This is an optimization exercise on Yosys and OpenROAD, whose aim is small area, a short achievable clock period and few clock cycles per item, not a production implementation.
No run shown here included a check of the RTL's function; only the layout flow was run.
Power figures rest on the tool's default switching activity, not on a simulated workload.

[flow/flow/run.sh]
#!/bin/bash
# Standard ORFS layout (the standard.sh) with two changes: repair_timing aims at a setup
# margin of 10.6 ns under the design's SDC, and the port buffers are buf_2 cells.
bash standard.sh SETUP_SLACK_MARGIN=10.6 "BUFFER_PORTS_ARGS=-buffer_cell sky130_fd_sc_hd__buf_2" finish > standard.log 2>&1
[flow/standard.sh]
#!/bin/bash
# synth_recipe.tcl (not shown) runs the flow's synth.tcl, then flattens the netlist and writes it again
# the make line also repeats each setting of config.mk as NAME=value (left out here)
make -C /OpenROAD-flow-scripts/flow DESIGN_CONFIG=/design/flow/config.mk WORK_HOME=/design/flow/orfs CLKGATE_MAP_FILE= SYNTH_SCRIPT=/design/flow/synth_recipe.tcl "${@:-finish}"
[flow/config.mk]
export PLATFORM = sky130hd
export DESIGN_NAME = mapu_nxn
export DESIGN_NICKNAME = mapu_nxn
export VERILOG_FILES = /design/flow/design.v
export SDC_FILE = /design/flow/constraint.sdc
export NUM_CORES = 4
export LEC_CHECK = 0
export CAP_MARGIN = 20
export CORE_MARGIN = 2
export CORE_UTILIZATION = 40
export SLEW_MARGIN = 20
[flow/constraint.sdc]
create_clock -name core_clock -period 16.0 [get_ports {clk}]
set_input_delay 3.2000 -clock core_clock [delete_from_list [all_inputs] [get_ports {clk}]]
set_output_delay 3.2000 -clock core_clock [all_outputs]
set_load 0.01 [all_outputs]
[flow/design.v]
package mapu_nxn_pkg;
  localparam logic [1:0] OP_ENC_ADD       = 2'd0;
  localparam logic [1:0] OP_ENC_SUB       = 2'd1;
  localparam logic [1:0] OP_ENC_MUL       = 2'd2;
  localparam logic [1:0] OP_ENC_TRANSPOSE = 2'd3;
  typedef enum logic [1:0] {
    OP_ADD       = OP_ENC_ADD,
    OP_SUB       = OP_ENC_SUB,
    OP_MUL       = OP_ENC_MUL,
    OP_TRANSPOSE = OP_ENC_TRANSPOSE
  } mapu_op_e;
endpackage
import mapu_nxn_pkg::*;
module mapu_nxn_mac_lane (
  input  logic [15:0] a,
  input  logic [15:0] b,
  input  logic [15:0] acc,
  input  logic        cin,
  output logic [15:0] sum,
  output logic        carry,
  output logic        h
);
  logic [15:0] pp [16];
  logic [15:0] bo;
  logic [15:0] x, y;
  logic        cout;
  always_comb begin
    for (int i = 0; i < 16; i++)
      for (int j = 0; j < 16; j++)
        pp[i][j] = a[i] & b[j];
  end
  always_comb begin
    bo[15] = b[15];
    for (int m = 14; m >= 0; m--) bo[m] = bo[m+1] | b[m];
  end
  always_comb begin
    h = 1'b0;
    for (int i = 1; i < 16; i++) h = h | (a[i] & bo[16-i]);
  end
  logic hs1;
  logic hc2;
  logic fs3;
  logic fc4;
  logic hs5;
  logic hc6;
  logic fs7;
  logic fc8;
  logic fs9;
  logic fc10;
  logic hs11;
  logic hc12;
  logic fs13;
  logic fc14;
  logic fs15;
  logic fc16;
  logic fs17;
  logic fc18;
  logic hs19;
  logic hc20;
  logic hs21;
  logic hc22;
  logic fs23;
  logic fc24;
  logic hs25;
  logic hc26;
  logic fs27;
  logic fc28;
  logic fs29;
  logic fc30;
  logic hs31;
  logic hc32;
  logic fs33;
  logic fc34;
  logic fs35;
  logic fc36;
  logic fs37;
  logic fc38;
  logic hs39;
  logic hc40;
  logic fs41;
  logic fc42;
  logic fs43;
  logic fc44;
  logic fs45;
  logic fc46;
  logic fs47;
  logic fc48;
  logic fs49;
  logic fc50;
  logic fs51;
  logic fc52;
  logic fs53;
  logic fc54;
  logic fs55;
  logic fc56;
  logic fs57;
  logic fc58;
  logic fs59;
  logic fc60;
  logic fs61;
  logic fc62;
  logic fs63;
  logic fc64;
  logic fs65;
  logic fc66;
  logic fs67;
  logic fc68;
  logic fs69;
  logic fc70;
  logic fs71;
  logic fc72;
  logic hs73;
  logic hc74;
  logic fs75;
  logic fc76;
  logic hs77;
  logic hc78;
  logic fs79;
  logic fc80;
  logic fs81;
  logic fc82;
  logic hs83;
  logic hc84;
  logic fs85;
  logic fc86;
  logic fs87;
  logic fc88;
  logic fs89;
  logic fc90;
  logic fs91;
  logic fc92;
  logic fs93;
  logic fc94;
  logic fs95;
  logic fc96;
  logic fs97;
  logic fc98;
  logic fs99;
  logic fc100;
  logic fs101;
  logic fc102;
  logic fs103;
  logic fc104;
  logic fs105;
  logic fc106;
  logic fs107;
  logic fc108;
  logic fs109;
  logic fc110;
  logic fs111;
  logic fc112;
  logic fs113;
  logic fc114;
  logic fs115;
  logic fc116;
  logic fs117;
  logic fc118;
  logic fs119;
  logic fc120;
  logic fs121;
  logic fc122;
  logic fs123;
  logic fc124;
  logic fs125;
  logic fc126;
  logic fs127;
  logic fc128;
  logic fs129;
  logic fc130;
  logic fs131;
  logic fc132;
  logic hs133;
  logic hc134;
  logic fs135;
  logic fc136;
  logic hs137;
  logic hc138;
  logic fs139;
  logic fc140;
  logic fs141;
  logic fc142;
  logic fs143;
  logic fc144;
  logic fs145;
  logic fc146;
  logic fs147;
  logic fc148;
  logic fs149;
  logic fc150;
  logic fs151;
  logic fc152;
  logic fs153;
  logic fc154;
  logic fs155;
  logic fc156;
  logic fs157;
  logic fc158;
  logic fs159;
  logic fc160;
  logic fs161;
  logic fc162;
  logic fs163;
  logic fc164;
  logic fs165;
  logic fc166;
  logic fs167;
  logic fc168;
  logic fs169;
  logic fc170;
  logic fs171;
  logic fc172;
  logic fs173;
  logic fc174;
  logic fs175;
  logic fc176;
  logic fs177;
  logic fc178;
  logic fs179;
  logic fc180;
  logic fs181;
  logic fc182;
  logic hs183;
  logic hc184;
  logic fs185;
  logic fc186;
  logic fs187;
  logic fc188;
  logic fs189;
  logic fc190;
  logic fs191;
  logic fc192;
  logic fs193;
  logic fc194;
  logic fs195;
  logic fc196;
  logic fs197;
  logic fc198;
  logic fs199;
  logic fc200;
  logic fs201;
  logic fc202;
  logic fs203;
  logic fc204;
  logic fs205;
  logic fc206;
  logic fs207;
  logic fc208;
  logic fs209;
  logic fc210;
  logic hs211;
  logic hc212;
  logic fs213;
  logic fc214;
  logic fs215;
  logic fc216;
  logic fs217;
  logic fc218;
  logic fs219;
  logic fc220;
  logic fs221;
  logic fc222;
  logic fs223;
  logic fc224;
  logic fs225;
  logic fc226;
  logic fs227;
  logic fc228;
  logic fs229;
  logic fc230;
  logic fs231;
  logic fc232;
  logic fs233;
  logic fc234;
  logic fs235;
  logic fc236;
  logic fs237;
  logic fc238;
  logic fs239;
  logic fc240;
  logic fs241;
  logic fc242;
  assign hs1 = pp[0][12] ^ pp[1][11];
  assign hc2 = pp[0][12] & pp[1][11];
  assign {fc4, fs3} = {1'b0, pp[0][13]} + {1'b0, pp[1][12]} + {1'b0, pp[2][11]};
  assign hs5 = pp[3][10] ^ pp[4][9];
  assign hc6 = pp[3][10] & pp[4][9];
  assign {fc8, fs7} = {1'b0, pp[0][14]} + {1'b0, pp[1][13]} + {1'b0, pp[2][12]};
  assign {fc10, fs9} = {1'b0, pp[3][11]} + {1'b0, pp[4][10]} + {1'b0, pp[5][9]};
  assign hs11 = pp[6][8] ^ pp[7][7];
  assign hc12 = pp[6][8] & pp[7][7];
  assign {fc14, fs13} = {1'b0, pp[0][15]} + {1'b0, pp[1][14]} + {1'b0, pp[2][13]};
  assign {fc16, fs15} = {1'b0, pp[3][12]} + {1'b0, pp[4][11]} + {1'b0, pp[5][10]};
  assign {fc18, fs17} = {1'b0, pp[6][9]} + {1'b0, pp[7][8]} + {1'b0, pp[8][7]};
  assign hs19 = pp[9][6] ^ pp[10][5];
  assign hc20 = pp[9][6] & pp[10][5];
  assign hs21 = pp[0][8] ^ pp[1][7];
  assign hc22 = pp[0][8] & pp[1][7];
  assign {fc24, fs23} = {1'b0, pp[0][9]} + {1'b0, pp[1][8]} + {1'b0, pp[2][7]};
  assign hs25 = pp[3][6] ^ pp[4][5];
  assign hc26 = pp[3][6] & pp[4][5];
  assign {fc28, fs27} = {1'b0, pp[0][10]} + {1'b0, pp[1][9]} + {1'b0, pp[2][8]};
  assign {fc30, fs29} = {1'b0, pp[3][7]} + {1'b0, pp[4][6]} + {1'b0, pp[5][5]};
  assign hs31 = pp[6][4] ^ pp[7][3];
  assign hc32 = pp[6][4] & pp[7][3];
  assign {fc34, fs33} = {1'b0, pp[0][11]} + {1'b0, pp[1][10]} + {1'b0, pp[2][9]};
  assign {fc36, fs35} = {1'b0, pp[3][8]} + {1'b0, pp[4][7]} + {1'b0, pp[5][6]};
  assign {fc38, fs37} = {1'b0, pp[6][5]} + {1'b0, pp[7][4]} + {1'b0, pp[8][3]};
  assign hs39 = pp[9][2] ^ pp[10][1];
  assign hc40 = pp[9][2] & pp[10][1];
  assign {fc42, fs41} = {1'b0, hs1} + {1'b0, pp[2][10]} + {1'b0, pp[3][9]};
  assign {fc44, fs43} = {1'b0, pp[4][8]} + {1'b0, pp[5][7]} + {1'b0, pp[6][6]};
  assign {fc46, fs45} = {1'b0, pp[7][5]} + {1'b0, pp[8][4]} + {1'b0, pp[9][3]};
  assign {fc48, fs47} = {1'b0, pp[10][2]} + {1'b0, pp[11][1]} + {1'b0, pp[12][0]};
  assign {fc50, fs49} = {1'b0, hc2} + {1'b0, fs3} + {1'b0, hs5};
  assign {fc52, fs51} = {1'b0, pp[5][8]} + {1'b0, pp[6][7]} + {1'b0, pp[7][6]};
  assign {fc54, fs53} = {1'b0, pp[8][5]} + {1'b0, pp[9][4]} + {1'b0, pp[10][3]};
  assign {fc56, fs55} = {1'b0, pp[11][2]} + {1'b0, pp[12][1]} + {1'b0, pp[13][0]};
  assign {fc58, fs57} = {1'b0, fc4} + {1'b0, hc6} + {1'b0, fs7};
  assign {fc60, fs59} = {1'b0, fs9} + {1'b0, hs11} + {1'b0, pp[8][6]};
  assign {fc62, fs61} = {1'b0, pp[9][5]} + {1'b0, pp[10][4]} + {1'b0, pp[11][3]};
  assign {fc64, fs63} = {1'b0, pp[12][2]} + {1'b0, pp[13][1]} + {1'b0, pp[14][0]};
  assign {fc66, fs65} = {1'b0, fc8} + {1'b0, fc10} + {1'b0, hc12};
  assign {fc68, fs67} = {1'b0, fs13} + {1'b0, fs15} + {1'b0, fs17};
  assign {fc70, fs69} = {1'b0, hs19} + {1'b0, pp[11][4]} + {1'b0, pp[12][3]};
  assign {fc72, fs71} = {1'b0, pp[13][2]} + {1'b0, pp[14][1]} + {1'b0, pp[15][0]};
  assign hs73 = pp[0][5] ^ pp[1][4];
  assign hc74 = pp[0][5] & pp[1][4];
  assign {fc76, fs75} = {1'b0, pp[0][6]} + {1'b0, pp[1][5]} + {1'b0, pp[2][4]};
  assign hs77 = pp[3][3] ^ pp[4][2];
  assign hc78 = pp[3][3] & pp[4][2];
  assign {fc80, fs79} = {1'b0, pp[0][7]} + {1'b0, pp[1][6]} + {1'b0, pp[2][5]};
  assign {fc82, fs81} = {1'b0, pp[3][4]} + {1'b0, pp[4][3]} + {1'b0, pp[5][2]};
  assign hs83 = pp[6][1] ^ pp[7][0];
  assign hc84 = pp[6][1] & pp[7][0];
  assign {fc86, fs85} = {1'b0, hs21} + {1'b0, pp[2][6]} + {1'b0, pp[3][5]};
  assign {fc88, fs87} = {1'b0, pp[4][4]} + {1'b0, pp[5][3]} + {1'b0, pp[6][2]};
  assign {fc90, fs89} = {1'b0, pp[7][1]} + {1'b0, pp[8][0]} + {1'b0, acc[8]};
  assign {fc92, fs91} = {1'b0, hc22} + {1'b0, fs23} + {1'b0, hs25};
  assign {fc94, fs93} = {1'b0, pp[5][4]} + {1'b0, pp[6][3]} + {1'b0, pp[7][2]};
  assign {fc96, fs95} = {1'b0, pp[8][1]} + {1'b0, pp[9][0]} + {1'b0, acc[9]};
  assign {fc98, fs97} = {1'b0, fc24} + {1'b0, hc26} + {1'b0, fs27};
  assign {fc100, fs99} = {1'b0, fs29} + {1'b0, hs31} + {1'b0, pp[8][2]};
  assign {fc102, fs101} = {1'b0, pp[9][1]} + {1'b0, pp[10][0]} + {1'b0, acc[10]};
  assign {fc104, fs103} = {1'b0, fc28} + {1'b0, fc30} + {1'b0, hc32};
  assign {fc106, fs105} = {1'b0, fs33} + {1'b0, fs35} + {1'b0, fs37};
  assign {fc108, fs107} = {1'b0, hs39} + {1'b0, pp[11][0]} + {1'b0, acc[11]};
  assign {fc110, fs109} = {1'b0, fc34} + {1'b0, fc36} + {1'b0, fc38};
  assign {fc112, fs111} = {1'b0, hc40} + {1'b0, fs41} + {1'b0, fs43};
  assign {fc114, fs113} = {1'b0, fs45} + {1'b0, fs47} + {1'b0, acc[12]};
  assign {fc116, fs115} = {1'b0, fc42} + {1'b0, fc44} + {1'b0, fc46};
  assign {fc118, fs117} = {1'b0, fc48} + {1'b0, fs49} + {1'b0, fs51};
  assign {fc120, fs119} = {1'b0, fs53} + {1'b0, fs55} + {1'b0, acc[13]};
  assign {fc122, fs121} = {1'b0, fc50} + {1'b0, fc52} + {1'b0, fc54};
  assign {fc124, fs123} = {1'b0, fc56} + {1'b0, fs57} + {1'b0, fs59};
  assign {fc126, fs125} = {1'b0, fs61} + {1'b0, fs63} + {1'b0, acc[14]};
  assign {fc128, fs127} = {1'b0, fc58} + {1'b0, fc60} + {1'b0, fc62};
  assign {fc130, fs129} = {1'b0, fc64} + {1'b0, fs65} + {1'b0, fs67};
  assign {fc132, fs131} = {1'b0, fs69} + {1'b0, fs71} + {1'b0, acc[15]};
  assign hs133 = pp[0][3] ^ pp[1][2];
  assign hc134 = pp[0][3] & pp[1][2];
  assign {fc136, fs135} = {1'b0, pp[0][4]} + {1'b0, pp[1][3]} + {1'b0, pp[2][2]};
  assign hs137 = pp[3][1] ^ pp[4][0];
  assign hc138 = pp[3][1] & pp[4][0];
  assign {fc140, fs139} = {1'b0, hs73} + {1'b0, pp[2][3]} + {1'b0, pp[3][2]};
  assign {fc142, fs141} = {1'b0, pp[4][1]} + {1'b0, pp[5][0]} + {1'b0, acc[5]};
  assign {fc144, fs143} = {1'b0, hc74} + {1'b0, fs75} + {1'b0, hs77};
  assign {fc146, fs145} = {1'b0, pp[5][1]} + {1'b0, pp[6][0]} + {1'b0, acc[6]};
  assign {fc148, fs147} = {1'b0, fc76} + {1'b0, hc78} + {1'b0, fs79};
  assign {fc150, fs149} = {1'b0, fs81} + {1'b0, hs83} + {1'b0, acc[7]};
  assign {fc152, fs151} = {1'b0, fc80} + {1'b0, fc82} + {1'b0, hc84};
  assign {fc154, fs153} = {1'b0, fs85} + {1'b0, fs87} + {1'b0, fs89};
  assign {fc156, fs155} = {1'b0, fc86} + {1'b0, fc88} + {1'b0, fc90};
  assign {fc158, fs157} = {1'b0, fs91} + {1'b0, fs93} + {1'b0, fs95};
  assign {fc160, fs159} = {1'b0, fc92} + {1'b0, fc94} + {1'b0, fc96};
  assign {fc162, fs161} = {1'b0, fs97} + {1'b0, fs99} + {1'b0, fs101};
  assign {fc164, fs163} = {1'b0, fc98} + {1'b0, fc100} + {1'b0, fc102};
  assign {fc166, fs165} = {1'b0, fs103} + {1'b0, fs105} + {1'b0, fs107};
  assign {fc168, fs167} = {1'b0, fc104} + {1'b0, fc106} + {1'b0, fc108};
  assign {fc170, fs169} = {1'b0, fs109} + {1'b0, fs111} + {1'b0, fs113};
  assign {fc172, fs171} = {1'b0, fc110} + {1'b0, fc112} + {1'b0, fc114};
  assign {fc174, fs173} = {1'b0, fs115} + {1'b0, fs117} + {1'b0, fs119};
  assign {fc176, fs175} = {1'b0, fc116} + {1'b0, fc118} + {1'b0, fc120};
  assign {fc178, fs177} = {1'b0, fs121} + {1'b0, fs123} + {1'b0, fs125};
  assign {fc180, fs179} = {1'b0, fc122} + {1'b0, fc124} + {1'b0, fc126};
  assign {fc182, fs181} = {1'b0, fs127} + {1'b0, fs129} + {1'b0, fs131};
  assign hs183 = pp[0][2] ^ pp[1][1];
  assign hc184 = pp[0][2] & pp[1][1];
  assign {fc186, fs185} = {1'b0, hs133} + {1'b0, pp[2][1]} + {1'b0, pp[3][0]};
  assign {fc188, fs187} = {1'b0, hc134} + {1'b0, fs135} + {1'b0, hs137};
  assign {fc190, fs189} = {1'b0, fc136} + {1'b0, hc138} + {1'b0, fs139};
  assign {fc192, fs191} = {1'b0, fc140} + {1'b0, fc142} + {1'b0, fs143};
  assign {fc194, fs193} = {1'b0, fc144} + {1'b0, fc146} + {1'b0, fs147};
  assign {fc196, fs195} = {1'b0, fc148} + {1'b0, fc150} + {1'b0, fs151};
  assign {fc198, fs197} = {1'b0, fc152} + {1'b0, fc154} + {1'b0, fs155};
  assign {fc200, fs199} = {1'b0, fc156} + {1'b0, fc158} + {1'b0, fs159};
  assign {fc202, fs201} = {1'b0, fc160} + {1'b0, fc162} + {1'b0, fs163};
  assign {fc204, fs203} = {1'b0, fc164} + {1'b0, fc166} + {1'b0, fs167};
  assign {fc206, fs205} = {1'b0, fc168} + {1'b0, fc170} + {1'b0, fs171};
  assign {fc208, fs207} = {1'b0, fc172} + {1'b0, fc174} + {1'b0, fs175};
  assign {fc210, fs209} = {1'b0, fc176} + {1'b0, fc178} + {1'b0, fs179};
  assign hs211 = pp[0][0] ^ acc[0];
  assign hc212 = pp[0][0] & acc[0];
  assign {fc214, fs213} = {1'b0, pp[0][1]} + {1'b0, pp[1][0]} + {1'b0, acc[1]};
  assign {fc216, fs215} = {1'b0, hs183} + {1'b0, pp[2][0]} + {1'b0, acc[2]};
  assign {fc218, fs217} = {1'b0, hc184} + {1'b0, fs185} + {1'b0, acc[3]};
  assign {fc220, fs219} = {1'b0, fc186} + {1'b0, fs187} + {1'b0, acc[4]};
  assign {fc222, fs221} = {1'b0, fc188} + {1'b0, fs189} + {1'b0, fs141};
  assign {fc224, fs223} = {1'b0, fc190} + {1'b0, fs191} + {1'b0, fs145};
  assign {fc226, fs225} = {1'b0, fc192} + {1'b0, fs193} + {1'b0, fs149};
  assign {fc228, fs227} = {1'b0, fc194} + {1'b0, fs195} + {1'b0, fs153};
  assign {fc230, fs229} = {1'b0, fc196} + {1'b0, fs197} + {1'b0, fs157};
  assign {fc232, fs231} = {1'b0, fc198} + {1'b0, fs199} + {1'b0, fs161};
  assign {fc234, fs233} = {1'b0, fc200} + {1'b0, fs201} + {1'b0, fs165};
  assign {fc236, fs235} = {1'b0, fc202} + {1'b0, fs203} + {1'b0, fs169};
  assign {fc238, fs237} = {1'b0, fc204} + {1'b0, fs205} + {1'b0, fs173};
  assign {fc240, fs239} = {1'b0, fc206} + {1'b0, fs207} + {1'b0, fs177};
  assign {fc242, fs241} = {1'b0, fc208} + {1'b0, fs209} + {1'b0, fs181};
  assign x = {fc240, fc238, fc236, fc234, fc232, fc230, fc228, fc226, fc224, fc222, fc220, fc218, fc216, fc214, hc212, hs211};
  assign y = {fs241, fs239, fs237, fs235, fs233, fs231, fs229, fs227, fs225, fs223, fs221, fs219, fs217, fs215, fs213, cin};
  assign {cout, sum} = {1'b0, x} + {1'b0, y};
  assign carry = cout | fc14 | fc16 | fc18 | hc20 | fc66 | fc68 | fc70 | fc72 | fc128 | fc130 | fc132 | fc180 | fc182 | fc210 | fc242;
endmodule
module mapu_nxn_row_unit
#(
  parameter int DATA_WIDTH = 16,
  parameter int N          = 4,
  parameter int SATURATE   = 0
) (
  input  logic                      mul,
  input  logic                      sub,
  input  logic [DATA_WIDTH-1:0]     a,
  input  logic [N*DATA_WIDTH-1:0]   b_row,
  input  logic [N*DATA_WIDTH-1:0]   acc_row,
  output logic [N*DATA_WIDTH-1:0]   res_row,
  output logic [N-1:0]              lane_of
);
  localparam int DW = DATA_WIDTH;
  logic [N-1:0] carry, h;
  for (genvar c = 0; c < N; c++) begin : g_lane
    mapu_nxn_mac_lane u_lane (
      .a     (a),
      .b     (b_row[c*DW +: DW]),
      .acc   (acc_row[c*DW +: DW]),
      .cin   (sub),
      .sum   (res_row[c*DW +: DW]),
      .carry (carry[c]),
      .h     (h[c])
    );
    assign lane_of[c] = (carry[c] ^ sub) | h[c];
  end
endmodule
import mapu_nxn_pkg::*;
module mapu_nxn
#(
  parameter int DATA_WIDTH = 16,
  parameter int N          = 4,
  parameter int SATURATE   = 0
) (
  input  logic                     clk,
  input  logic                     reset_n,
  input  logic                     i_en,
  input  logic [1:0]               i_op,
  output logic                     o_of,
  input  logic                     i_vld,
  output logic                     o_rdy,
  input  logic [N*DATA_WIDTH-1:0]  i_row,
  output logic                     o_vld,
  input  logic                     i_rdy,
  output logic [N*DATA_WIDTH-1:0]  o_row
);
  localparam int DW = DATA_WIDTH;
  localparam int RW = N * DW;
  localparam int IW = $clog2(N);
  localparam logic [IW-1:0] LAST = IW'(N - 1);
  logic [RW-1:0] a_q [N];
  logic [RW-1:0] c_q [N];
  logic [RW-1:0] r_q;
  logic [DW-1:0] ae_q;        
  logic          selc_q;      
  logic          sela_q;      
  logic          sub_q;       
  logic [N-1:0]  of_q;        
  logic [IW:0]   in_cnt_q, in_cnt_d;    
  logic [1:0]    in_op_q, in_op_d;
  logic          r_vld_q, r_vld_d;
  logic [IW-1:0] r_k_q, r_k_d;
  logic [1:0]    r_op_q, r_op_d;
  logic [IW-1:0] pass_q, pass_d;        
  logic          t_pend_q, t_pend_d;    
  logic          c_own_q, c_own_d;      
  logic          c_vld_q, c_vld_d;      
  logic [IW-1:0] out_q, out_d;
  logic          rdy_q, rdy_d;
  logic in_a, take, deliver, c_free, step, copy, r_mul, r_last, op_done, a_shift;
  logic take_dp, shift_dp, c_free_dp, step_dp, copy_dp;
  logic [RW-1:0] a_head_d;
  logic [RW-1:0] acc_row;
  logic [RW-1:0] alu_row;
  logic [N-1:0]  alu_of;
  assign in_a    = ~in_cnt_q[IW];
  assign r_mul   = (r_op_q == OP_ENC_MUL);
  assign r_last  = ~r_mul | (pass_q == LAST);
  assign take    = i_en & i_vld & rdy_q;
  assign deliver = i_en & c_vld_q & i_rdy;
  assign c_free  = ~c_vld_q | (deliver & (out_q == LAST));
  assign step    = r_vld_q & (c_own_q | c_free);
  assign copy    = t_pend_q & c_free;
  assign op_done = step & r_last & (r_k_q == LAST);
  assign a_shift = (take & in_a) | step;
  assign take_dp   = i_vld & rdy_q;
  assign shift_dp  = c_vld_q & i_rdy;
  assign c_free_dp = ~c_vld_q | (i_rdy & (out_q == LAST));
  assign step_dp   = r_vld_q & (c_own_q | c_free_dp);
  assign copy_dp   = t_pend_q & c_free_dp;
  always_comb begin
    in_cnt_d = in_cnt_q;
    in_op_d  = in_op_q;
    r_vld_d  = r_vld_q;
    r_k_d    = r_k_q;
    r_op_d   = r_op_q;
    pass_d   = pass_q;
    t_pend_d = t_pend_q;
    c_own_d  = c_own_q;
    c_vld_d  = c_vld_q;
    out_d    = out_q;
    if (deliver) begin
      out_d = out_q + 1'b1;
      if (out_q == LAST) c_vld_d = 1'b0;
    end
    if (step) begin
      c_own_d = ~op_done;
      pass_d  = r_mul ? pass_q + 1'b1 : '0;
      if (r_last) r_vld_d = 1'b0;
      if (op_done) begin
        c_vld_d = 1'b1;
        out_d   = '0;
      end
    end
    if (copy) begin
      t_pend_d = 1'b0;
      c_vld_d  = 1'b1;
      out_d    = '0;
    end
    if (take) begin
      if (in_cnt_q == '0) in_op_d = i_op;
      if (in_a) begin
        if (in_cnt_q == (IW+1)'(N - 1) && in_op_q == OP_ENC_TRANSPOSE) begin
          in_cnt_d = '0;
          t_pend_d = 1'b1;
        end else begin
          in_cnt_d = in_cnt_q + 1'b1;
        end
      end else begin
        in_cnt_d = in_cnt_q + 1'b1;
        r_vld_d  = 1'b1;
        r_k_d    = in_cnt_q[IW-1:0];
        r_op_d   = in_op_q;
        pass_d   = '0;
      end
    end
    if (!i_en) begin
      in_cnt_d = '0;
      r_vld_d  = 1'b0;
      pass_d   = '0;
      t_pend_d = 1'b0;
      c_own_d  = 1'b0;
      c_vld_d  = 1'b0;
      out_d    = '0;
    end
    if (~in_cnt_d[IW])
      rdy_d = ~t_pend_d & (~r_vld_d | (c_own_d & (r_op_d != OP_ENC_MUL || pass_d == LAST)));
    else
      rdy_d = ~r_vld_d | ((r_op_d != OP_ENC_MUL || pass_d == LAST) & (c_own_d | ~c_vld_d));
  end
  assign a_head_d = a_shift ? a_q[1] : a_q[0];
  assign acc_row  = ({RW{selc_q}} & c_q[0]) | ({RW{sela_q}} & a_q[0]);
  mapu_nxn_row_unit #(
    .DATA_WIDTH (DATA_WIDTH),
    .N          (N),
    .SATURATE   (SATURATE)
  ) u_row_unit (
    .mul     (r_mul),
    .sub     (sub_q),
    .a       (ae_q),
    .b_row   (r_q),
    .acc_row (acc_row),
    .res_row (alu_row),
    .lane_of (alu_of)
  );
  always_ff @(posedge clk) begin
    if ((take_dp & in_a) | step_dp) begin
      for (int j = 0; j < N - 1; j++) a_q[j] <= a_q[j+1];
      a_q[N-1] <= (take_dp & in_a) ? i_row : a_q[0];
    end
    if (take_dp & ~in_a) r_q <= (in_op_q == OP_ENC_SUB) ? ~i_row : i_row;
    ae_q   <= (r_op_d == OP_ENC_MUL) ? a_head_d[r_k_d*DW +: DW] : DW'(1);
    selc_q <= (r_op_d == OP_ENC_MUL) & (r_k_d != '0);
    sela_q <= (r_op_d != OP_ENC_MUL);
    sub_q  <= (r_op_d == OP_ENC_SUB);
    if (copy_dp) begin
      for (int j = 0; j < N; j++)
        for (int c = 0; c < N; c++)
          c_q[j][c*DW +: DW] <= a_q[c][j*DW +: DW];
      of_q <= '0;
    end else begin
      if (step_dp | shift_dp) begin
        for (int j = 0; j < N - 1; j++) c_q[j] <= c_q[j+1];
        c_q[N-1] <= alu_row;
      end
      if (step_dp) of_q <= ((r_k_q == '0) & (pass_q == '0) ? '0 : of_q) | alu_of;
    end
  end
  always_ff @(posedge clk or negedge reset_n) begin
    if (!reset_n) begin
      in_cnt_q <= '0;
      in_op_q  <= OP_ENC_ADD;
      r_vld_q  <= 1'b0;
      r_k_q    <= '0;
      r_op_q   <= OP_ENC_ADD;
      pass_q   <= '0;
      t_pend_q <= 1'b0;
      c_own_q  <= 1'b0;
      c_vld_q  <= 1'b0;
      out_q    <= '0;
      rdy_q    <= 1'b1;
    end else begin
      in_cnt_q <= in_cnt_d;
      in_op_q  <= in_op_d;
      r_vld_q  <= r_vld_d;
      r_k_q    <= r_k_d;
      r_op_q   <= r_op_d;
      pass_q   <= pass_d;
      t_pend_q <= t_pend_d;
      c_own_q  <= c_own_d;
      c_vld_q  <= c_vld_d;
      out_q    <= out_d;
      rdy_q    <= rdy_d;
    end
  end
  assign o_rdy = rdy_q;
  assign o_vld = c_vld_q;
  assign o_row = c_q[0];
  assign o_of  = |of_q;
endmodule
==> notes.md, run 1 <==
* Final ANT Viol Nets at 0
* Ys async rst share at 2.92%
* Drt total wl at 140 mm
* Fin Setup TNS at 0 ns
* Ys flop type: edfxtp_1
* FF+latch count, synth at 617
* Clock group share of total power at 20.6%
* Largest net degree at the start of global routing at 190
* P_int at 4.54 mW
* Final count of pins violating max slew at 0
* Area growth syn-to-layout at 12.7%
* M1 GR Usage at 35.6%
* Die Area at 0.107 mm2
* Row count at 118
* Worst EP required at 16.50 ns
* Utilization after layout at 45.5%
* Initial core utilization at 40.4%
* CTS Buffer Depth at 3
* Core Box Area at 0.103 mm2
* Mapped cell area at 0.0418 mm2
* Final min period at 5.41 ns
* Most common cell in the netlist: nand2_1
* GRT overflow at 0
* Dominant cells by area after synthesis: edfxtp_1, fa_1, nand2_1
* DRC Markers at 0
* Crit. End Element: flip-flop
* Dpl cells at 5226
* Met3 usage in global routing at 6.79%
* Slew @ Worst Pin at 1.10 ns
* Max_cap viols at 0
* Share of cells above drive strength 1 at 10.8%
* Crit path max fanout at 14
* Syn. warnings at 5
* Post-synth top cells: nand2_1, edfxtp_1, fa_1
* CTS tree: built
* Switching pwr at 3.29 mW
* Root Buffer: clkbuf_16
* Final setup fails at 0
* Final std cells w/o fill at 5422
* # port buffers at 137
* RD Place Congestion at 0.930
* Drt pass-1 iters at 8
* Final hold violations at 0
* GR peak layer: met2
* Worst hold path type: reg2reg
* Highest Clock Rate at 185 MHz
* Syn Inst Count at 3872
* Worst vdd ir at 126 uV
* Type of origin of the critical path: flip-flop
* Synthesized area per cell at 10.8 um2
* Part of the power in registers at 27.2%
* Gate power share at 52.3%
* Final-stage net count at 4614
* Die height at 327 um
* Num ports at 138
* Die Span X at 327 um
* Outcome: complete, no violations
* Tot Pwr at 7.83 mW
* Via Count at 30100
* Wire length of the first global-routing pass at 201 mm
* Worst relative slew slack at 26.4%
* Cell taking the most area after synthesis: edfxtp_1
* Worst-path clk slew at 0.06 ns
* Power Density at 166 mW/mm2
* DR iter-0 viols at 3425
* Sw Share at 42.0%
* Overall Global Routing Usage at 25.7%
* Top cell type's share of synthesized area at 41.4%
* M2 GR Usage at 38.7%
* Worst Path Arrival at 5.90 ns
* Synth cell types at 75
* Final Skew at 0.0299 ns
* Vias in the first global route at 29400
* Initial antenna violation count at 6
* DR vias/cell at 5.54
* Critical path type: reg2reg
* CTS Buf Count at 69
* Leak pwr at 18.4 nW
* Hpwl dp at 98.5 mm
* Number of enable flip-flop cells after synthesis at 576
* Part of the cycle the worst path needs at 33.8%
* Avg WL per Cell at 25.8 um
* Post-synthesis sequential area ratio at 43.6%
* Num Clock Sinks at 617
* Worst-skew pair later-pin latency at 0.65 ns
* RSZ-0062 raised after global routing: yes
* H-tree Lvls at 3
* Mapped Nets at 4501
-- path summary, 6_finish.rpt --
path                                start          end  slack (ns)  cells past startpoint
worst max-delay path              ae_q[3]      of_q[0]       10.59                     19
worst min-delay path            a_q[2][1]    a_q[1][1]        0.44                      0
worst max register to register    ae_q[3]      of_q[0]       10.59                     19
worst min register to register  a_q[2][1]    a_q[1][1]        0.44                      0
max in group asynchronous         reset_n        rdy_q       13.16                      1
min in group asynchronous         reset_n  in_cnt_q[0]        2.51                      1
-- cell usage in the layout, fill, tap and decap left out, types with 40 or more instances in the layout --
cell type  instances
and2_1           272
buf_4             79
a22oi_1           40
xnor2_1           81
nor2_1            67
clkbuf_16         74
edfxtp_1         576
fa_1             427
o21ai_0           70
ha_1             128
inv_1            342
a21oi_1           75
buf_2            137
nand2_1         1155
-- per-stage QoR --
step | worst slack [ns] | hold slack, ns | area (um2)
finish | 10.59 | 0.439 | 47100
global route | 10.40 | 0.450 | 47100
CTS | 10.52 | 0.443 | 46400
detailed placement | 9.56 | 0.431 | 43800
global placement | 9.57 | 0.428 | 43800
floorplan | 2.54 | 0.426 | 41800
-- flip-flops by register name, summed over array words and instances, names as in the netlist --
register,cells
a_q,256
c_q,256
r_q,64
ae_q,16
of_q,4
in_cnt_q,3
in_op_q,2
out_q,2
pass_q,2
r_k_q,2
r_op_q,2
c_own_q,1
c_vld_q,1
r_vld_q,1
rdy_q,1
sela_q,1
selc_q,1
sub_q,1
t_pend_q,1
-- layout make-up --
cell class | instances | area [um2]
flip-flops and latches | 617 | 18200
well taps | 1380 | 1730
multi-input cells | 2709 | 21700
inverters | 342 | 1280
clock buffers | 84 | 1810
diodes | 3 | 7.51
fillers | 9598 | 56400
repair buffers | 246 | 1860
clock inverters | 41 | 447
-- power groups by stage --
stage               registers, mW  logic (mW)  clock network [mW]
detailed placement           2.17        3.79                   0
floorplan                    2.11        2.66                   0
CTS                          2.13        3.91                1.62
global placement             2.17        3.77                   0
finish                       2.13        4.09                1.61
global route                 2.14        4.50                1.68
-- critical path: stages (launching register included) --
cell and delay (ns):
dfxtp_4 0.43, buf_12 0.19, nand2_1 0.09, fa_1 0.52, fa_1 0.53, fa_1 0.40, inv_1 0.08, fa_1 0.43
fa_1 0.52, inv_1 0.05, fa_1 0.48, inv_1 0.05, ha_1 0.20, nor4b_2 0.26, nand4_1 0.14, a211oi_2 0.30
o2bb2ai_1 0.13, a211oi_2 0.20, and4_1 0.19, a31oi_1 0.07
-- cells by family (layout without fill, tap and decap cells) --
group           count (synthesis)  count (layout)  synth area share [%]
mux                            56              56                  1.82
flops                         617             617                  43.6
fa+ha+maj                     558             558                  24.4
xor+xnor                      111             111                  2.33
other cells                     0               3                     0
buf+inv                       548             713                  5.13
compound gates                362             363                  5.78
simple gates                 1620            1621                  17.0
-- metal layers --
metal / part of all wire (%) / up-vias
li1: - / 12900
met1: 40 / 15200
met2: 44 / 1671
met3: 11 / 256
met4: 4.4 / 2
met5: 0.092 / -
-- timing repair --
action / 4_1_cts / 5_1_grt
setup endpoints to repair: 42 / 353
hold buffers: 0 / 0
gates resized for setup: 34 / 61
pin swaps: 6 / 11
setup buffers: 23 / 39
cloned: 1 / 5
==> inputs of run 2 (changes only) <==
--- a/flow/design.v
+++ b/flow/design.v
@@ -490,9 +490,10 @@
   logic          c_own_q, c_own_d;      
   logic          c_vld_q, c_vld_d;      
   logic [IW-1:0] out_q, out_d;
+  logic          hold_q, hold_d;        
   logic          rdy_q, rdy_d;
   logic in_a, take, deliver, c_free, step, copy, r_mul, r_last, op_done, a_shift;
-  logic take_dp, shift_dp, c_free_dp, step_dp, copy_dp;
+  logic take_dp, shift_dp, c_free_dp, step_dp, copy_dp, park_dp, a_in_dp, drain_dp;
   logic [RW-1:0] a_head_d;
   logic [RW-1:0] acc_row;
   logic [RW-1:0] alu_row;
@@ -506,12 +507,15 @@
   assign step    = r_vld_q & (c_own_q | c_free);
   assign copy    = t_pend_q & c_free;
   assign op_done = step & r_last & (r_k_q == LAST);
-  assign a_shift = (take & in_a) | step;
+  assign a_shift = a_in_dp | drain_dp | step_dp;
   assign take_dp   = i_vld & rdy_q;
   assign shift_dp  = c_vld_q & i_rdy;
   assign c_free_dp = ~c_vld_q | (i_rdy & (out_q == LAST));
   assign step_dp   = r_vld_q & (c_own_q | c_free_dp);
   assign copy_dp   = t_pend_q & c_free_dp;
+  assign park_dp   = take_dp & in_a & t_pend_q & ~copy_dp;
+  assign a_in_dp   = take_dp & in_a & ~park_dp;
+  assign drain_dp  = hold_q & copy_dp;
   always_comb begin
     in_cnt_d = in_cnt_q;
     in_op_d  = in_op_q;
@@ -523,6 +527,7 @@
     c_own_d  = c_own_q;
     c_vld_d  = c_vld_q;
     out_d    = out_q;
+    hold_d   = hold_q;
     if (deliver) begin
       out_d = out_q + 1'b1;
       if (out_q == LAST) c_vld_d = 1'b0;
@@ -537,6 +542,7 @@
       end
     end
     if (copy) begin
+      hold_d   = 1'b0;
       t_pend_d = 1'b0;
       c_vld_d  = 1'b1;
       out_d    = '0;
@@ -544,6 +550,7 @@
     if (take) begin
       if (in_cnt_q == '0) in_op_d = i_op;
       if (in_a) begin
+        if (t_pend_q & ~copy) hold_d = 1'b1;
         if (in_cnt_q == (IW+1)'(N - 1) && in_op_q == OP_ENC_TRANSPOSE) begin
           in_cnt_d = '0;
           t_pend_d = 1'b1;
@@ -566,9 +573,10 @@
       c_own_d  = 1'b0;
       c_vld_d  = 1'b0;
       out_d    = '0;
+      hold_d   = 1'b0;
     end
     if (~in_cnt_d[IW])
-      rdy_d = ~t_pend_d & (~r_vld_d | (c_own_d & (r_op_d != OP_ENC_MUL || pass_d == LAST)));
+      rdy_d = ~hold_d & (t_pend_d | ~r_vld_d | (c_own_d & (r_op_d != OP_ENC_MUL || pass_d == LAST)));
     else
       rdy_d = ~r_vld_d | ((r_op_d != OP_ENC_MUL || pass_d == LAST) & (c_own_d | ~c_vld_d));
   end
@@ -588,11 +596,11 @@
     .lane_of (alu_of)
   );
   always_ff @(posedge clk) begin
-    if ((take_dp & in_a) | step_dp) begin
+    if (a_in_dp | drain_dp | step_dp) begin
       for (int j = 0; j < N - 1; j++) a_q[j] <= a_q[j+1];
-      a_q[N-1] <= (take_dp & in_a) ? i_row : a_q[0];
+      a_q[N-1] <= a_in_dp ? i_row : drain_dp ? r_q : a_q[0];
     end
-    if (take_dp & ~in_a) r_q <= (in_op_q == OP_ENC_SUB) ? ~i_row : i_row;
+    if ((take_dp & ~in_a) | park_dp) r_q <= (in_op_q == OP_ENC_SUB) ? ~i_row : i_row;
     ae_q   <= (r_op_d == OP_ENC_MUL) ? a_head_d[r_k_d*DW +: DW] : DW'(1);
     selc_q <= (r_op_d == OP_ENC_MUL) & (r_k_d != '0);
     sela_q <= (r_op_d != OP_ENC_MUL);
@@ -623,6 +631,7 @@
       c_vld_q  <= 1'b0;
       out_q    <= '0;
       rdy_q    <= 1'b1;
+      hold_q   <= 1'b0;
     end else begin
       in_cnt_q <= in_cnt_d;
       in_op_q  <= in_op_d;
@@ -635,6 +644,7 @@
       c_vld_q  <= c_vld_d;
       out_q    <= out_d;
       rdy_q    <= rdy_d;
+      hold_q   <= hold_d;
     end
   end
   assign o_rdy = rdy_q;
==> flow/flow/run.sh (replaced) <==
#!/bin/bash
# Standard ORFS layout (the standard.sh) with two changes: repair_timing aims at a setup
# margin of 11 ns under the design's SDC, and the port buffers are buf_2 cells.
bash standard.sh SETUP_SLACK_MARGIN=11 "BUFFER_PORTS_ARGS=-buffer_cell sky130_fd_sc_hd__buf_2" finish > standard.log 2>&1
==> notes.md, run 2 <==
* Mapped Nets at 4643
* Mapped cell area at 0.0429 mm2
* Share of cells above drive strength 1 at 19.5%
* Outcome: complete, no violations
* Drt total wl at 159 mm
* # port buffers at 137
* Regs by FF count: a_q (256), c_q (256), r_q (64)
* DR vias/cell at 5.77
* Wire length of the first global-routing pass at 223 mm
* Cell taking the most area after synthesis: edfxtp_1
* Vias in the first global route at 31300
* Final setup fails at 0
* Synth cell types at 77
* RSZ-0062 raised after global routing: yes
* DRC Markers at 0
* Slew @ Worst Pin at 1.31 ns
* Final count of pins violating max slew at 0
* Root Buffer: clkbuf_16
* Ys async rst share at 3.07%
* Synthesized area per cell at 10.7 um2
* Die Span X at 331 um
* Num ports at 138
* Number of enable flip-flop cells after synthesis at 512
* Tot Pwr at 8.40 mW
* Post-synth top cells: nand2_1, edfxtp_1, fa_1
* Num Clock Sinks at 618
* Fin Setup TNS at 0 ns
* FF-to-FF Start: ae_q[0]
* Core Box Area at 0.107 mm2
* Dominant cells by area after synthesis: edfxtp_1, fa_1, nand2_1
* Drt pass-1 iters at 9
* DR iter-0 viols at 4050
* Top cell type's share of synthesized area at 35.9%
* Worst relative slew slack at 12.5%
* M1 GR Usage at 39.5%
* Critical path type: reg2reg
* Die height at 331 um
* Row count at 120
* Area growth syn-to-layout at 19.6%
* M2 GR Usage at 40.2%
* Utilization after layout at 48.1%
* Fillers at 9610
* CTS tree: built
* R2R cell count at 19
* CTS Buffer Depth at 3
* Hpwl dp at 102 mm
* Leak pwr at 20.4 nW
* Initial antenna violation count at 12
* H-tree Lvls at 3
* Final Skew at 0.0541 ns
* Overall Global Routing Usage at 28.1%
* Worst vdd ir at 140 uV
* Worst hold path type: reg2reg
* Crit. End Element: flip-flop
* GR peak layer: met2
* FF+latch count, synth at 618
* RD Place Congestion at 0.919
* Worst-skew pair later-pin latency at 0.66 ns
* Type of origin of the critical path: flip-flop
* Final ANT Viol Nets at 0
* Crit path max fanout at 6
* Endpoint, Worst Hold: a_q[1][21]
* Final-stage net count at 4884
* Largest net degree at the start of global routing at 188
* Commonest non-fill, non-tap cell in the layout: nand2_1
* Worst reg2reg path endpoint: of_q[1]
* Number of stages on the worst hold path at 0
* Avg WL per Cell at 27.7 um
* Syn. warnings at 5
* Power Density at 164 mW/mm2
* Met3 usage in global routing at 8.00%
* Most frequent cells in the layout: nand2_1, edfxtp_1, fa_1
* Final min period at 5.32 ns
* Die Area at 0.110 mm2
* Most common cell in the netlist: nand2_1
* Worst EP required at 16.54 ns
* Syn Inst Count at 4014
* Final hold violations at 0
* Part of the cycle the worst path needs at 33.2%
* Initial core utilization at 40.2%
* Worst-path clk slew at 0.06 ns
* Worst Path Arrival at 5.86 ns
* Max_cap viols at 0
* Ys flop type: edfxtp_1
* Via Count at 33000
* Post-synthesis sequential area ratio at 41.0%
* Highest Clock Rate at 188 MHz
* Hold Startpoint: a_q[2][21]
* GRT overflow at 0
* R2r setup slk at 10.68 ns
* Hold-fix buffers at CTS at 0
* CTS Buf Count at 69
[run 2: cells by family (layout without fill, tap and decap cells)]
group	after synthesis	in the layout	synth area share, %
flip-flops	618	618	41.0
XOR/XNOR	113	113	2.31
AND/OR/NAND/NOR	1512	1513	15.8
AO/OA/AOI/OAI	482	485	7.46
multiplexers	168	168	4.60
other	0	9	0
adder cells (fa/ha/maj)	558	558	23.8
buffers and inverters	563	856	4.99
[run 2: timing repair]
item / CTS / global route
setup endpoints to repair: 573 / 87
gates cloned: 19 / 7
resized for setup: 215 / 153
pin swaps: 78 / 130
buffers inserted: 127 / 53
[run 2: cell type report]
class	count	area, um2	area share (%)
Antenna cell	9	22.5	0.0439
Clock buffer	94	1860	3.63
Clock inverter	33	487	0.949
Inverter	336	1260	2.46
Multi-Input combinational cell	2837	24600	47.9
Sequential cell	618	17600	34.4
Tap cell	1403	1760	3.42
Timing Repair Buffer	393	3680	7.18
[run 2: where the power goes]
group / internal, mW / switching [mW] / total (mW)
clock network: 0.935 / 0.725 / 1.66
logic: 1.97 / 2.61 / 4.58
registers: 1.99 / 0.162 / 2.16
[run 2: how the worst max path moves through the flow]
stage,start,end,slack [ns]
final,ae_q[0],of_q[1],10.68
after global routing,ae_q[0],of_q[1],10.56
after CTS,ae_q[3],c_q[3][15],10.74
after detailed placement,i_rdy,ae_q[10],8.50
after global placement,i_rdy,ae_q[10],8.57
after floorplan,i_rdy,c_q[0][0],10.67
[run 2: routing by layer]
layer	vias up	routed length [um]
li1	13900	-
met1	16700	63700
met2	2102	66500
met3	405	19900
met4	10	8480
met5	-	69
[run 2: through the flow]
| step | area (um2) | hold WS, ns | setup WS, ns | std cells |
|---|---|---|---|---|
| after CTS | 50000 | 0.419 | 10.74 | 5654 |
| after global placement | 45100 | 0.428 | 8.57 | 5381 |
| final | 51300 | 0.424 | 10.68 | 5723 |
| after global routing | 51200 | 0.447 | 10.56 | 5716 |
| after floorplan | 43200 | 0.426 | 10.67 | 4014 |
| after detailed placement | 45100 | 0.432 | 8.50 | 5381 |
[run 2: worst max-delay path, cell delays in order, from the launching register on]
cell,delay [ns]
dfxtp_4,0.40
buf_12,0.18
buf_4,0.15
and2_4,0.14
fa_2,0.56
inv_1,0.05
fa_2,0.43
fa_1,0.39
fa_1,0.47
fa_1,0.44
fa_1,0.54
inv_2,0.05
ha_4,0.30
nand2_1,0.07
nand3_2,0.09
nor4_2,0.06
a221oi_2,0.26
buf_4,0.23
mux2_2,0.34
o21ai_1,0.07
==> inputs of run 3 (changes only) <==
--- a/flow/design.v
+++ b/flow/design.v
@@ -428,7 +428,8 @@
 ) (
   input  logic                      mul,
   input  logic                      sub,
-  input  logic [DATA_WIDTH-1:0]     a,
+  input  logic [DATA_WIDTH-1:0]     a_lo,      
+  input  logic [DATA_WIDTH-1:0]     a_hi,      
   input  logic [N*DATA_WIDTH-1:0]   b_row,
   input  logic [N*DATA_WIDTH-1:0]   acc_row,
   output logic [N*DATA_WIDTH-1:0]   res_row,
@@ -438,7 +439,7 @@
   logic [N-1:0] carry, h;
   for (genvar c = 0; c < N; c++) begin : g_lane
     mapu_nxn_mac_lane u_lane (
-      .a     (a),
+      .a     ((c < N/2) ? a_lo : a_hi),
       .b     (b_row[c*DW +: DW]),
       .acc   (acc_row[c*DW +: DW]),
       .cin   (sub),
@@ -475,7 +476,9 @@
   logic [RW-1:0] a_q [N];
   logic [RW-1:0] c_q [N];
   logic [RW-1:0] r_q;
-  logic [DW-1:0] ae_q;        
+  logic [DW-1:0] ae_lo_q;     
+  logic [DW-1:0] ae_hi_q;     
+  logic          selt_q;      
   logic          selc_q;      
   logic          sela_q;      
   logic          sub_q;       
@@ -496,6 +499,7 @@
   logic take_dp, shift_dp, c_free_dp, step_dp, copy_dp, park_dp, a_in_dp, drain_dp;
   logic [RW-1:0] a_head_d;
   logic [RW-1:0] acc_row;
+  logic [RW-1:0] a_col;
   logic [RW-1:0] alu_row;
   logic [N-1:0]  alu_of;
   assign in_a    = ~in_cnt_q[IW];
@@ -581,7 +585,10 @@
       rdy_d = ~r_vld_d | ((r_op_d != OP_ENC_MUL || pass_d == LAST) & (c_own_d | ~c_vld_d));
   end
   assign a_head_d = a_shift ? a_q[1] : a_q[0];
-  assign acc_row  = ({RW{selc_q}} & c_q[0]) | ({RW{sela_q}} & a_q[0]);
+  always_comb begin
+    for (int c = 0; c < N; c++) a_col[c*DW +: DW] = a_q[c][(N-1)*DW +: DW];
+  end
+  assign acc_row  = ({RW{selc_q}} & c_q[0]) | ({RW{sela_q}} & a_q[0]) | ({RW{selt_q}} & a_col);
   mapu_nxn_row_unit #(
     .DATA_WIDTH (DATA_WIDTH),
     .N          (N),
@@ -589,7 +596,8 @@
   ) u_row_unit (
     .mul     (r_mul),
     .sub     (sub_q),
-    .a       (ae_q),
+    .a_lo    (ae_lo_q),
+    .a_hi    (ae_hi_q),
     .b_row   (r_q),
     .acc_row (acc_row),
     .res_row (alu_row),
@@ -601,20 +609,20 @@
       a_q[N-1] <= a_in_dp ? i_row : drain_dp ? r_q : a_q[0];
     end
     if ((take_dp & ~in_a) | park_dp) r_q <= (in_op_q == OP_ENC_SUB) ? ~i_row : i_row;
-    ae_q   <= (r_op_d == OP_ENC_MUL) ? a_head_d[r_k_d*DW +: DW] : DW'(1);
-    selc_q <= (r_op_d == OP_ENC_MUL) & (r_k_d != '0);
-    sela_q <= (r_op_d != OP_ENC_MUL);
-    sub_q  <= (r_op_d == OP_ENC_SUB);
-    if (copy_dp) begin
-      for (int j = 0; j < N; j++)
+    ae_lo_q <= t_pend_d ? '0 : (r_op_d == OP_ENC_MUL) ? a_head_d[r_k_d*DW +: DW] : DW'(1);
+    ae_hi_q <= t_pend_d ? '0 : (r_op_d == OP_ENC_MUL) ? a_head_d[r_k_d*DW +: DW] : DW'(r_vld_d);
+    selc_q  <= ~t_pend_d & (r_op_d == OP_ENC_MUL) & (r_k_d != '0);
+    sela_q  <= ~t_pend_d & (r_op_d != OP_ENC_MUL);
+    sub_q   <= ~t_pend_d & (r_op_d == OP_ENC_SUB);
+    selt_q  <= t_pend_d;
+    if (copy_dp | step_dp | shift_dp) begin
+      for (int j = 0; j < N - 1; j++)
         for (int c = 0; c < N; c++)
-          c_q[j][c*DW +: DW] <= a_q[c][j*DW +: DW];
-      of_q <= '0;
-    end else begin
-      if (step_dp | shift_dp) begin
-        for (int j = 0; j < N - 1; j++) c_q[j] <= c_q[j+1];
-        c_q[N-1] <= alu_row;
-      end
+          c_q[j][c*DW +: DW] <= copy_dp ? a_q[c][j*DW +: DW] : c_q[j+1][c*DW +: DW];
+      c_q[N-1] <= alu_row;
+    end
+    if (copy_dp) of_q <= '0;
+    else begin
       if (step_dp) of_q <= ((r_k_q == '0) & (pass_q == '0) ? '0 : of_q) | alu_of;
     end
   end
--- a/flow/config.mk
+++ b/flow/config.mk
@@ -7,5 +7,5 @@
 export LEC_CHECK = 0
 export CAP_MARGIN = 20
 export CORE_MARGIN = 2
-export CORE_UTILIZATION = 40
+export CORE_UTILIZATION = 60
 export SLEW_MARGIN = 20
==> notes.md, run 3 <==
* Most frequent cells in the layout: edfxtp_1, fa_1, nand2_1
* Syn. warnings at 5
* Die Span X at 268 um
* Final min period at 5.21 ns
* Commonest non-fill, non-tap cell in the layout: edfxtp_1
* Via Count at 31000
* Leak pwr at 19.3 nW
* Tot Pwr at 7.40 mW
* GRT overflow at 0
* CTS Buf Count at 68
* Largest net degree at the start of global routing at 90
* Worst relative slew slack at 29.0%
* Placed inst area at 0.0435 mm2
* Final count of pins violating max slew at 0
* Regs by FF count: a_q (256), c_q (256), r_q (64)
* Root Buffer: clkbuf_16
* Drt total wl at 150 mm
* Worst vdd ir at 154 uV
* Initial antenna violation count at 18
* Slew @ Worst Pin at 1.07 ns
* Die height at 268 um
* Final Skew at 0.0298 ns
* Drt pass-1 iters at 9
* Number of enable flip-flop cells after synthesis at 512
* Overall Global Routing Usage at 42.0%
* Vias in the first global route at 31500
* Worst-skew pair later-pin latency at 0.63 ns
* Final ANT Viol Nets at 0
* Highest Clock Rate at 192 MHz
* RSZ-0062 raised after global routing: yes
* Synth cell types at 78
* Num Clock Sinks at 620
* Part of the cycle the worst path needs at 32.6%
* Finished Cell Area at 0.0493 mm2
* Mapped cell area at 0.0419 mm2
* Final setup fails at 0
* Mapped Nets at 4112
* Crit path max fanout at 7
* Die Area at 0.0720 mm2
* Critical path type: reg2reg
* Final hold violations at 0
* Outcome: complete, no violations
* Fin Setup TNS at 0 ns
* Power Density at 150 mW/mm2
* CTS Buffer Depth at 3
* RD Place Congestion at 0.958
* DR iter-0 viols at 4224
* Crit. End Element: flip-flop
* Worst hold path type: reg2reg
* H-tree Lvls at 3
* Initial core utilization at 60.9%
* Wire length of the first global-routing pass at 214 mm
* FF+latch count, synth at 620
* Syn Inst Count at 3483
* Fin Hold WS at 0.442 ns
* Hold-fix buffers at CTS at 0
* DR vias/cell at 6.54
* Top cell type's share of synthesized area at 36.7%
* # port buffers at 137
* Worst Path Arrival at 5.69 ns
* Most common cell in the netlist: edfxtp_1
* Cell taking the most area after synthesis: edfxtp_1
* Avg WL per Cell at 31.6 um
* Hpwl dp at 93.5 mm
* Utilization after layout at 71.6%
* Post-synth top cells: edfxtp_1, fa_1, nand2_1
* CTS tree: built
* Final-stage net count at 4368
* Ys flop type: edfxtp_1
* Dominant cells by area after synthesis: edfxtp_1, fa_1, mux2_2
* Area growth syn-to-layout at 17.6%
* Max_cap viols at 0
* Worst EP required at 16.49 ns
* Core Box Area at 0.0688 mm2
* Worst-path clk slew at 0.06 ns
* Num ports at 138
* DRC Markers at 0
* Ys async rst share at 3.06%
* Synthesized area per cell at 12.0 um2
* Type of origin of the critical path: flip-flop
* Post-synthesis sequential area ratio at 42.1%
* Row count at 96
* Fillers at 4755
* Share of cells above drive strength 1 at 23.3%
[run 3: what timing repair did]
action | CTS | global route
pin swaps | 55 | 47
gates cloned | 20 | 4
buffers inserted | 154 | 23
resized for setup | 178 | 88
endpoints found under the setup margin | 590 | 243
[run 3: final timing paths]
check | startpoint | end | slack, ns | depth (start not counted)
worst min-delay path | a_q[2][8] | a_q[1][8] | 0.44 | 0
worst max-delay path | ae_hi_q[1] | of_q[1] | 10.79 | 17
worst min register to register | a_q[2][8] | a_q[1][8] | 0.44 | 0
max in group asynchronous | reset_n | rdy_q | 13.14 | 1
min in group asynchronous | reset_n | in_op_q[0] | 2.53 | 1
worst max register to register | ae_hi_q[1] | of_q[1] | 10.79 | 17
[run 3: area by class of cell]
| cell class | count | area (um2) | share of cell area, % |
|---|---|---|---|
| multi-input cells | 2292 | 23000 | 46.7 |
| well taps | 931 | 1160 | 2.36 |
| diodes | 14 | 35.0 | 0.0711 |
| flip-flops and latches | 620 | 17700 | 35.9 |
| repair buffers | 379 | 3650 | 7.42 |
| inverters | 378 | 1430 | 2.90 |
| clock buffers | 85 | 1880 | 3.81 |
| clock inverters | 40 | 452 | 0.917 |
[run 3: per-layer routing]
layer	wire, um	global-route usage (%)	vias up
met1	54200	55.4	15700
met5	99	0	-
li1	-	-	12400
met4	10300	22.8	10
met2	65300	62.9	2281
met3	19700	12.6	605
[run 3: cells by family after synthesis]
family | Yosys count | synth area share, %
XOR/XNOR | 114 | 2.38
adder cells (fa/ha/maj) | 558 | 24.3
buffers and inverters | 573 | 5.21
AO/OA/AOI/OAI | 360 | 5.96
flip-flops | 620 | 42.1
AND/OR/NAND/NOR | 915 | 10.7
multiplexers | 343 | 9.36
[run 3: power breakdown]
group	total (mW)	switching (mW)	leakage, nW	internal (mW)
logic	3.58	2.02	12.4	1.56
registers	2.15	0.159	5.77	1.99
clock network	1.67	0.687	1.15	0.984
[run 3: stage by stage]
step,setup slack [ns],std cells
floorplan,9.34,3483
global placement,9.04,4399
detailed placement,8.95,4399
finish,10.79,4739
CTS,10.87,4698
global route,10.68,4731
[run 3: critical path: stages (launching register included)]
cell and delay [ns]:
dfxtp_4 0.46, buf_12 0.17, and2_4 0.15, fa_1 0.43, fa_1 0.49, inv_1 0.06, fa_2 0.36, inv_2 0.06
fa_1 0.43, fa_1 0.54, fa_1 0.42, ha_2 0.18, or4b_4 0.49, nor3_4 0.14, o2111ai_2 0.15, a41oi_2 0.27
xor2_1 0.19, a21oi_1 0.09
==> inputs of run 4 (changes only) <==
==> flow/flow/run.sh (replaced) <==
#!/bin/bash
# Standard ORFS layout (the standard.sh) with two changes: repair_timing aims at a setup
# margin of 10.6 ns under the design's SDC, and the port buffers are buf_2 cells.
bash standard.sh SETUP_SLACK_MARGIN=10.6 "BUFFER_PORTS_ARGS=-buffer_cell sky130_fd_sc_hd__buf_2" finish > standard.log 2>&1
==> notes.md, run 4 <==
* Outcome: complete, no violations
* Sequence of cells on the critical path: buf_2, and2_1, o21a_1, nand3_1, a2111o_1, o31ai_1, o211ai_1
* Family with the most delay on the worst path: compound AO/OA/AOI/OAI gates
* DR iter-0 viols at 4168
* Final count of pins violating max slew at 0
* Power Density at 146 mW/mm2
* Share of cells above drive strength 1 at 19.3%
* Regs by FF count: a_q (256), c_q (256), r_q (64)
* Worst vdd ir at 88.7 uV
* Number of enable flip-flop cells after synthesis at 512
* Final setup fails at 0
* Synth cell types at 78
* Final hold violations at 0
* Max incr delay on CP at 0.83 ns
* Crit path buffers/inverters at 1
* Worst hold path type: reg2reg
* Largest net degree at the start of global routing at 85
* Drt total wl at 143 mm
* Max_cap viols at 0
* Syn Inst Count at 3483
* Worst-path clk slew at 0.06 ns
* Worst-skew pair later-pin latency at 0.62 ns
* Row count at 96
* Drt pass-1 iters at 9
* Syn. warnings at 5
* Num ports at 138
* Die Span X at 268 um
* Crit. End Element: flip-flop
* Overall Global Routing Usage at 39.9%
* Via Count at 30100
* CTS Buffer Depth at 3
* Die height at 268 um
* GRT overflow at 0
* # port buffers at 137
* Mapped cell area at 0.0419 mm2
* Root Buffer: clkbuf_16
* Top cell type's share of synthesized area at 36.7%
* DRC Markers at 0
* Final ANT Viol Nets at 0
* Initial antenna violation count at 11
* Most common cell in the netlist: edfxtp_1
* Leak pwr at 18.8 nW
* RSZ-0062 raised after global routing: yes
* Wire length of the first global-routing pass at 204 mm
* Final min period at 5.42 ns
* Placed inst area at 0.0435 mm2
* DR vias/cell at 6.47
* CTS Buf Count at 69
* Cell taking the most area after synthesis: edfxtp_1
* Post-synth top cells: edfxtp_1, fa_1, nand2_1
* Fin Setup TNS at 0 ns
* Final Skew at 0.0226 ns
* Hpwl dp at 94.1 mm
* Mapped Nets at 4112
* Most frequent cells in the layout: edfxtp_1, fa_1, nand2_1
* Dominant cells by area after synthesis: edfxtp_1, fa_1, mux2_2
* Num Clock Sinks at 620
* RD Place Congestion at 0.926
* Finished Cell Area at 0.0479 mm2
* Part of the cycle the worst path needs at 33.9%
* Area growth syn-to-layout at 14.3%
* Synthesized area per cell at 12.0 um2
* Worst EP required at 16.48 ns
* Initial core utilization at 60.9%
* Type of origin of the critical path: input pin
* Commonest non-fill, non-tap cell in the layout: edfxtp_1
* Worst relative slew slack at 20.8%
* Ys flop type: edfxtp_1
* Post-synthesis sequential area ratio at 42.1%
* H-tree Lvls at 3
* Worst Path Arrival at 5.89 ns
* Core Box Area at 0.0688 mm2
* FF+latch count, synth at 620
* Ys async rst share at 3.06%
* Die Area at 0.0720 mm2
* Crit path max fanout at 6
* Slew @ Worst Pin at 1.19 ns
* Vias in the first global route at 30500
* Final-stage net count at 4295
* Worst path slowest cell: nand3_1
* CTS tree: built
* Critical path type: in2reg
* Avg WL per Cell at 30.8 um
* Highest Clock Rate at 185 MHz
-- run 4: cell counts after synthesis --
No cell type changed its count.
-- run 4: layer usage --
layer	part of all wire, %	vias up	wire (um)	global-route usage [%]
li1	-	12200	-	-
met1	37	15300	53600	54.2
met2	45	2114	63800	60.0
met3	13	447	18200	10.4
met4	5.3	10	7550	19.4
met5	0.048	-	69	0
-- run 4: per-stage QoR --
| step | utilization [%] | total power [mW] | worst slack [ns] | hold slack, ns | instances |
|---|---|---|---|---|---|
| after detailed placement | 63.2 | 4.99 | 7.97 | 0.431 | 4406 |
| after CTS | 68.1 | 6.71 | 10.60 | 0.444 | 4577 |
| after floorplan | - | 4.16 | 9.34 | 0.422 | 3483 |
| after global placement | 63.2 | 4.90 | 8.13 | 0.429 | 4406 |
| final | 69.6 | 6.98 | 10.58 | 0.447 | 4655 |
| after global routing | 69.6 | 7.36 | 10.51 | 0.448 | 4654 |
-- run 4: worst reg2reg max path, stage by stage (launching register included) --
cell       delay [ns]
dfxtp_4          0.35
buf_12           0.13
buf_12           0.12
buf_12           0.11
nand2_1          0.07
fa_1             0.53
fa_1             0.61
fa_2             0.47
fa_2             0.37
inv_2            0.06
fa_1             0.44
fa_1             0.47
ha_2             0.18
or4b_4           0.49
nor3_4           0.18
o2111ai_2        0.15
a41oi_2          0.20
xor2_1           0.19
a21oi_1          0.09
-- run 4: cell families (layout without fill, tap and decap cells) --
logic type / Yosys count / in the layout / share of synthesized area, %
AOI/OAI and AO/OA: 360 / 360 / 5.96
other: 0 / 1 / 0
buffers and inverters: 573 / 811 / 5.21
DFF: 620 / 620 / 42.1
xor gates and xnor gates: 114 / 114 / 2.38
and+or+nand+nor: 915 / 917 / 10.7
muxes: 343 / 343 / 9.36
adders and majority gates: 558 / 558 / 24.3
-- run 4: layout make-up --
| type | count | area, um2 |
|---|---|---|
| Multi-Input combinational cell | 2292 | 22500 |
| Fill cell | 4934 | 20900 |
| Sequential cell | 620 | 17700 |
| Timing Repair Buffer | 305 | 2860 |
| Clock buffer | 95 | 1940 |
| Inverter | 378 | 1420 |
| Tap cell | 931 | 1160 |
| Clock inverter | 33 | 373 |
| Antenna cell | 1 | 2.50 |
-- run 4: where the power goes --
group,internal (mW),total [mW],switching (mW)
registers,1.99,2.13,0.141
clock network,0.940,1.62,0.685
logic,1.35,3.22,1.87
-- run 4: final timing paths --
| kind | from | end | slack [ns] | cells past startpoint |
|---|---|---|---|---|
| setup / recovery | i_rdy | of_q[2] | 10.58 | 7 |
| setup reg to reg | ae_hi_q[3] | of_q[1] | 10.66 | 18 |
| hold reg to reg | a_q[3][38] | a_q[2][38] | 0.45 | 0 |
| hold / removal | a_q[3][38] | a_q[2][38] | 0.45 | 0 |
| min in group asynchronous | reset_n | in_op_q[0] | 2.53 | 1 |
| max in group asynchronous | reset_n | rdy_q | 13.14 | 1 |
-- run 4: timing repair --
action	4_1_cts	5_1_grt
pin swaps	10	45
resized for setup	78	71
hold buffers	0	0
setup buffers	28	71
gates cloned	15	6
endpoints found under the setup margin	496	26

==> re-timing with driven ports <==
In the flow no input, the clock included, has a driving cell. The finished layouts below were timed again as built, in two steps.
Step 1: set_driving_cell puts a clkbuf_16 on clk and a buf_2 on each other input, an assumption about the parent block.
Step 2 times the ports against the registers' clock, not the clock port: input delays grow and output delays shrink by t, the midpoint of the rising clock arrivals with the driver on.
Slacks: no drivers / after step 1 / after step 2; pairs: no drivers / after step 1.
run | t (ns) | setup WS [ns] | hold slack, ns | slew at the worst register clock pin (ns) | worst data-port slew with drivers (ns)
run 1 | 0.694 | 10.594 / 10.594 / 10.075 | 0.439 / 0.439 / 0.439 | 0.07 / 0.07 | 0.05
run 2 | 0.704 | 10.684 / 10.684 / 10.273 | 0.424 / 0.424 / 0.424 | 0.07 / 0.07 | 0.08
run 3 | 0.676 | 10.792 / 10.792 / 10.421 | 0.442 / 0.442 / 0.442 | 0.07 / 0.07 | 0.10
run 4 | 0.672 | 10.584 / 10.604 / 9.932 | 0.447 / 0.447 / 0.447 | 0.07 / 0.07 | 0.14
After both steps setup and hold are still met in every run listed. For run 4, which loses most, drivers alone change the setup slack by +0.020 ns; drivers and shift together by -0.652 ns.
